Background: an optimization exercise with open tools, aiming at small area, a short achievable clock period and few clock cycles per item. Do not read the settings as production practice.
In this exercise RTL edits were held to simulation tests only and were not proved equivalent to the original.
Power figures rest on the tool's default switching activity, not on a simulated workload.

## data_mem_ctrl
module data_mem_ctrl #(
   parameter int ADDR_WIDTH = 6
) (
   input  logic        clk,
   input  logic        reset_n,
   input  logic        req_valid,
   output logic        req_ready,
   input  logic        req_we,
   input  logic [2:0]  req_funct3,
   input  logic [31:0] req_addr,
   input  logic [31:0] req_wdata,
   output logic        rsp_valid,
   input  logic        rsp_ready,
   output logic [31:0] rsp_rdata,
   output logic        rsp_err
);
make LEC_CHECK=0 CAP_MARGIN=20 CORE_MARGIN=2 CORE_UTILIZATION=40 SLEW_MARGIN=20 finish   # period 5.0 ns
run.sh (not shown) runs the stock make flow with config.mk's settings and CLKGATE_MAP_FILE= SYNTH_SCRIPT=/design/flow/synth_recipe.tcl, a recipe that flattens the netlist after the stock synthesis.
Testbench counts at the start, summed over its fixed seeds: cycles 12,016, items 12,000.
==> next run, changes <==
- ABC_CLOCK_PERIOD_IN_PS: not set -> 2400
- CORE_UTILIZATION: 40 -> 55
- SETUP_SLACK_MARGIN: not set -> 2.6
Synthesized cell count is unchanged.
Hold slack gains 0.027 ns.
Setup slack is better by 0.70 ns.
Design area is higher by roughly a tenth.
Area after synthesis does not change.

---

JK:
Another version of the RTL of data_mem_ctrl (not shown whole).
Size: roughly 2300 flip-flops, roughly 84000 um2 of cells after synthesis.
make LEC_CHECK=0 CAP_MARGIN=20 CORE_MARGIN=2 CORE_UTILIZATION=65 CTS_CLUSTER_DIAMETER=80 CTS_CLUSTER_SIZE=25 SETUP_SLACK_MARGIN=2.8 SLEW_MARGIN=20 finish   # period 5.0 ns
Testbench counts of JK, summed over its fixed seeds: cycles 12,024, items 12,000.
Input changes introduced in MS (baseline for comparison: JK):
--- a/flow/config.mk
+++ b/flow/config.mk
@@ -10 +10 @@
-export CORE_UTILIZATION = 65
+export CORE_UTILIZATION = 55
Findings:
As far as count of hold buffers inserted by post-cts repair goes, MS and JK are indistinguishable; the numbers are identical. When MS is measured against JK, its global-route usage turns out 5.8 points lower. Portion of total power attributed to combinational logic: MS vs JK down 0.6 points. Internal power consumption up about 1.6% in MS wrt JK. Row minimum setup slack in the final design: MS higher / JK lower.

---

== run A ==
The RTL this note starts from:
==> flow/design.v <==
module data_mem_ctrl #(
   parameter int ADDR_WIDTH = 6
) (
   input  logic        clk,
   input  logic        reset_n,
   input  logic        req_valid,
   output logic        req_ready,
   input  logic        req_we,
   input  logic [2:0]  req_funct3,
   input  logic [31:0] req_addr,
   input  logic [31:0] req_wdata,
   output logic        rsp_valid,
   input  logic        rsp_ready,
   output logic [31:0] rsp_rdata,
   output logic        rsp_err
);
   localparam int DEPTH = 1 << ADDR_WIDTH;
   logic [31:0] mem [DEPTH];
   logic                  req_fire;
   logic                  f3_legal;
   logic                  misaligned;
   logic                  out_of_range;
   logic                  acc_err;
   logic [ADDR_WIDTH-1:0] word_idx;
   logic [31:0]           wr_data;
   logic [3:0]            wr_be;
   logic                  mem_we;
   assign req_fire = req_valid && req_ready;
   assign word_idx = req_addr[ADDR_WIDTH+1:2];
   always_comb begin
      out_of_range = |req_addr[31:ADDR_WIDTH+2];
      if (req_we) begin
         f3_legal = (req_funct3 == 3'b000) || (req_funct3 == 3'b001) ||
                    (req_funct3 == 3'b010);
      end else begin
         f3_legal = (req_funct3 == 3'b000) || (req_funct3 == 3'b001) ||
                    (req_funct3 == 3'b010) || (req_funct3 == 3'b100) ||
                    (req_funct3 == 3'b101);
      end
      case (req_funct3[1:0])
         2'b01:   misaligned = req_addr[0];
         2'b10:   misaligned = |req_addr[1:0];
         default: misaligned = 1'b0;
      endcase
      acc_err = !f3_legal || misaligned || out_of_range;
   end
   always_comb begin
      case (req_funct3[1:0])
         2'b00: begin
            wr_data = {4{req_wdata[7:0]}};
            wr_be   = 4'b0001 << req_addr[1:0];
         end
         2'b01: begin
            wr_data = {2{req_wdata[15:0]}};
            wr_be   = req_addr[1] ? 4'b1100 : 4'b0011;
         end
         default: begin
            wr_data = req_wdata;
            wr_be   = 4'b1111;
         end
      endcase
      mem_we = req_we && !acc_err;
   end
   logic [3:0]       s1_lane;
   logic [31:0]      s1_wdata;
   logic [DEPTH-1:0] s1_sel;
   logic [7:0] mem_d [DEPTH][4];
   for (genvar w = 0; w < DEPTH; w++) begin : g_word
      for (genvar i = 0; i < 4; i++) begin : g_lane
         logic we, we_n;
         assign we   = s1_sel[w] && s1_lane[i];
         assign we_n = !we;
         for (genvar b = 0; b < 8; b++) begin : g_bit
            dmem_bit_next u_next (
               .we   (we),
               .we_n (we_n),
               .wd   (s1_wdata[8*i+b]),
               .q    (mem[w][8*i+b]),
               .d    (mem_d[w][i][b])
            );
         end
      end
   end
   always_ff @(posedge clk) begin
      for (int w = 0; w < DEPTH; w++) begin
         for (int i = 0; i < 4; i++) begin
            mem[w][8*i +: 8] <= mem_d[w][i];
         end
      end
   end
   logic        s1_v, s2_v, hd_v, sk_v;
   logic        s1_go, s2_go, hd_free;
   logic        s1_v_d, s2_v_d, hd_v_d, sk_v_d;
   logic        rsp_fire;
   logic             s1_ld;        
   logic             s1_err;
   logic [2:0]       s1_f3;
   logic [1:0]       s1_off;
   logic [31:0]      rd_lo, rd_hi;
   always_comb begin
      rd_lo = 32'd0;
      rd_hi = 32'd0;
      for (int w = 0; w < DEPTH/2; w++) begin
         rd_lo = rd_lo | (mem[w] & {32{s1_sel[w]}});
         rd_hi = rd_hi | (mem[w+DEPTH/2] & {32{s1_sel[w+DEPTH/2]}});
      end
   end
   logic        s2_ld;
   logic        s2_err;
   logic [2:0]  s2_f3;
   logic [1:0]  s2_off;
   logic [31:0] s2_lo, s2_hi;
   logic [31:0] s2_word;
   logic [15:0] ld_half;
   logic [31:0] ld_data;
   logic [31:0] s2_rdata;
   always_comb begin
      s2_word = s2_lo | s2_hi;
      ld_half = 16'(s2_word >> {s2_off, 3'b000});
      case (s2_f3)
         3'b000:  ld_data = {{24{ld_half[7]}}, ld_half[7:0]};
         3'b001:  ld_data = {{16{ld_half[15]}}, ld_half};
         3'b010:  ld_data = s2_word;
         3'b100:  ld_data = {24'd0, ld_half[7:0]};
         3'b101:  ld_data = {16'd0, ld_half};
         default: ld_data = 32'd0;
      endcase
      s2_rdata = s2_ld ? ld_data : 32'd0;
   end
   logic [31:0] hd_rdata, sk_rdata;
   logic        hd_err, sk_err;
   assign rsp_fire = hd_v && rsp_ready;
   assign hd_free  = !hd_v || rsp_ready;
   assign s2_go    = s2_v && (hd_free || !sk_v);
   assign s1_go    = s1_v && (!s2_v || s2_go);
   always_comb begin
      s1_v_d = req_fire || (s1_v && !s1_go);
      s2_v_d = s1_go || (s2_v && !s2_go);
      if (hd_free) begin
         hd_v_d = sk_v || s2_v;
         sk_v_d = sk_v && s2_v;
      end else begin
         hd_v_d = 1'b1;
         sk_v_d = sk_v || s2_v;
      end
   end
   always_ff @(posedge clk or negedge reset_n) begin
      if (!reset_n) begin
         s1_v      <= 1'b0;
         s1_lane   <= 4'd0;
         s2_v      <= 1'b0;
         hd_v      <= 1'b0;
         sk_v      <= 1'b0;
         req_ready <= 1'b0;
      end else begin
         s1_v      <= s1_v_d;
         if (req_fire) begin
            s1_lane <= mem_we ? wr_be : 4'd0;
         end else if (s1_go || !s1_v) begin
            s1_lane <= 4'd0;
         end
         s2_v      <= s2_v_d;
         hd_v      <= hd_v_d;
         sk_v      <= sk_v_d;
         req_ready <= !(s1_v_d && s2_v_d && hd_v_d && sk_v_d);
      end
   end
   always_ff @(posedge clk) begin
      if (req_fire) begin
         s1_ld  <= !req_we && !acc_err;
         s1_err <= acc_err;
         s1_f3  <= req_funct3;
         s1_off <= req_addr[1:0];
         s1_wdata <= wr_data;
         for (int w = 0; w < DEPTH; w++) begin
            s1_sel[w] <= (word_idx == ADDR_WIDTH'(w));
         end
      end
      if (s1_go) begin
         s2_ld   <= s1_ld;
         s2_err  <= s1_err;
         s2_f3   <= s1_f3;
         s2_off  <= s1_off;
         s2_lo   <= rd_lo;
         s2_hi   <= rd_hi;
      end
      hd_rdata <= ({32{hd_free &&  sk_v}} & sk_rdata) |
                  ({32{hd_free && !sk_v}} & s2_rdata) |
                  ({32{!hd_free}}         & hd_rdata);
      hd_err   <= (hd_free &&  sk_v && sk_err) ||
                  (hd_free && !sk_v && s2_err) ||
                  (!hd_free && hd_err);
      if (hd_free ? sk_v : !sk_v) begin
         sk_rdata <= s2_rdata;
         sk_err   <= s2_err;
      end
   end
   assign rsp_valid = hd_v;
   assign rsp_rdata = hd_rdata;
   assign rsp_err   = hd_err;
endmodule
module dmem_bit_next (
   input  logic we,
   input  logic we_n,
   input  logic wd,
   input  logic q,
   output logic d
);
   assign d = (we & wd) | (we_n & q);
endmodule
clock: 5.0 ns
lec_check: 0
cap_margin: 20
core_margin: 2
core_utilization: 70
cts_cluster_diameter: 80
cts_cluster_size: 25
setup_slack_margin: 3.0
slew_margin: 20
synth_hierarchical: 1
synth_minimum_keep_size: 0
Having completed the whole flow, run A delivered a layout that passed the timing, DRC and antenna checks.
Testbench counts of run A, summed over its fixed seeds: cycles 12,024, items 12,000.
[inputs] run B vs run A
- swapping 70 for 55 in CORE_UTILIZATION
- swapping 3.0 for 2.8 in SETUP_SLACK_MARGIN
==> run summary <==
Run B closes out successfully: all stages finished, all timing, DRC and antenna checks passed.
Delta(count of inserted antenna diode cells, run B - run A) < 0
Run B — final cell count 302 higher, run A as reference
Compared with run A, in run B routed wire length did not really move; count of cells resized by post-cts repair went down; power share of the combinational group went down; wire length on met1 went up.
Summary — part of the cycle the worst path needs, run B relative to run A: lower, by 0.39 points.
On run B: largest stage delay on the critical path is 0.09 ns lower than what run A gave.
Run B vs. run A: global-route wire length before repair went up by 2.1%.
Worst setup slack (run B over run A): increase, 0.020 ns
Here is what was changed in the inputs of run C compared with run B.
- swapping 55 for 65 in CORE_UTILIZATION
--- outcome ---
Run C reports its timing endpoint of the critical path as s2_hi[18] while run B reports sk_rdata[23]. Between run B and run C, minimum period implied by the final worst setup slack is higher for run B, run C comes in under that. In the flow results for run B and run C, the area of the die is smaller on run C. Going from run B to run C, final total power -1400 uW; area after synthesis essentially unchanged; flip-flop and latch count was more or less identical. Power density over the cells is lower on run C. Compared to run B, run C has headroom to the max-slew limit 0.59 points higher. Global routing usage on met3 in run C is 2.5 points above run B.

==> what the ideal ports hide <==
How much do the figures lean on ideal ports? The routed layouts below were timed once more, with nothing changed but the port constraints.
Step 1 sets driving cells, clkbuf_16 on the clock port and buf_2 on the other inputs (assumed; they add their load-dependent delay and slew).
Step 2 also shifts input and output timing later by t, the mid clock arrival at the registers, as if the neighbouring blocks saw the same clock.
a / b / c = ideal ports / drivers / drivers and shift; a / b = the first two.
run | t, ns | setup WS [ns] | worst setup path at the end | clock arrival spread, ns | slew at the worst register clock pin (ns)
the first run of note 1 | 0.941 | 0.490 / 0.490 / 0.036 | input to register | 0.041 / 0.042 | 0.07 / 0.07
the second run of note 1 | 0.925 | 1.185 / 1.185 / 0.898 | input to register | 0.026 / 0.027 | 0.07 / 0.07
JK | 0.833 | 2.650 / 2.633 / 2.091 | input to register | 0.037 / 0.037 | 0.10 / 0.10
MS | 0.849 | 2.687 / 2.596 / 2.076 | input to register | 0.042 / 0.041 | 0.11 / 0.11
run A | 0.823 | 2.607 / 2.579 / 1.941 | input to register | 0.031 / 0.031 | 0.11 / 0.11
run B | 0.861 | 2.627 / 2.534 / 2.039 | input to register | 0.037 / 0.037 | 0.11 / 0.11
run C | 0.831 | 2.650 / 2.594 / 2.090 | input to register | 0.042 / 0.042 | 0.10 / 0.10
After both steps setup and hold are still met in every run listed. The setup slack of run A, which loses most, moves by -0.028 ns with the drivers and by -0.666 ns with both steps.
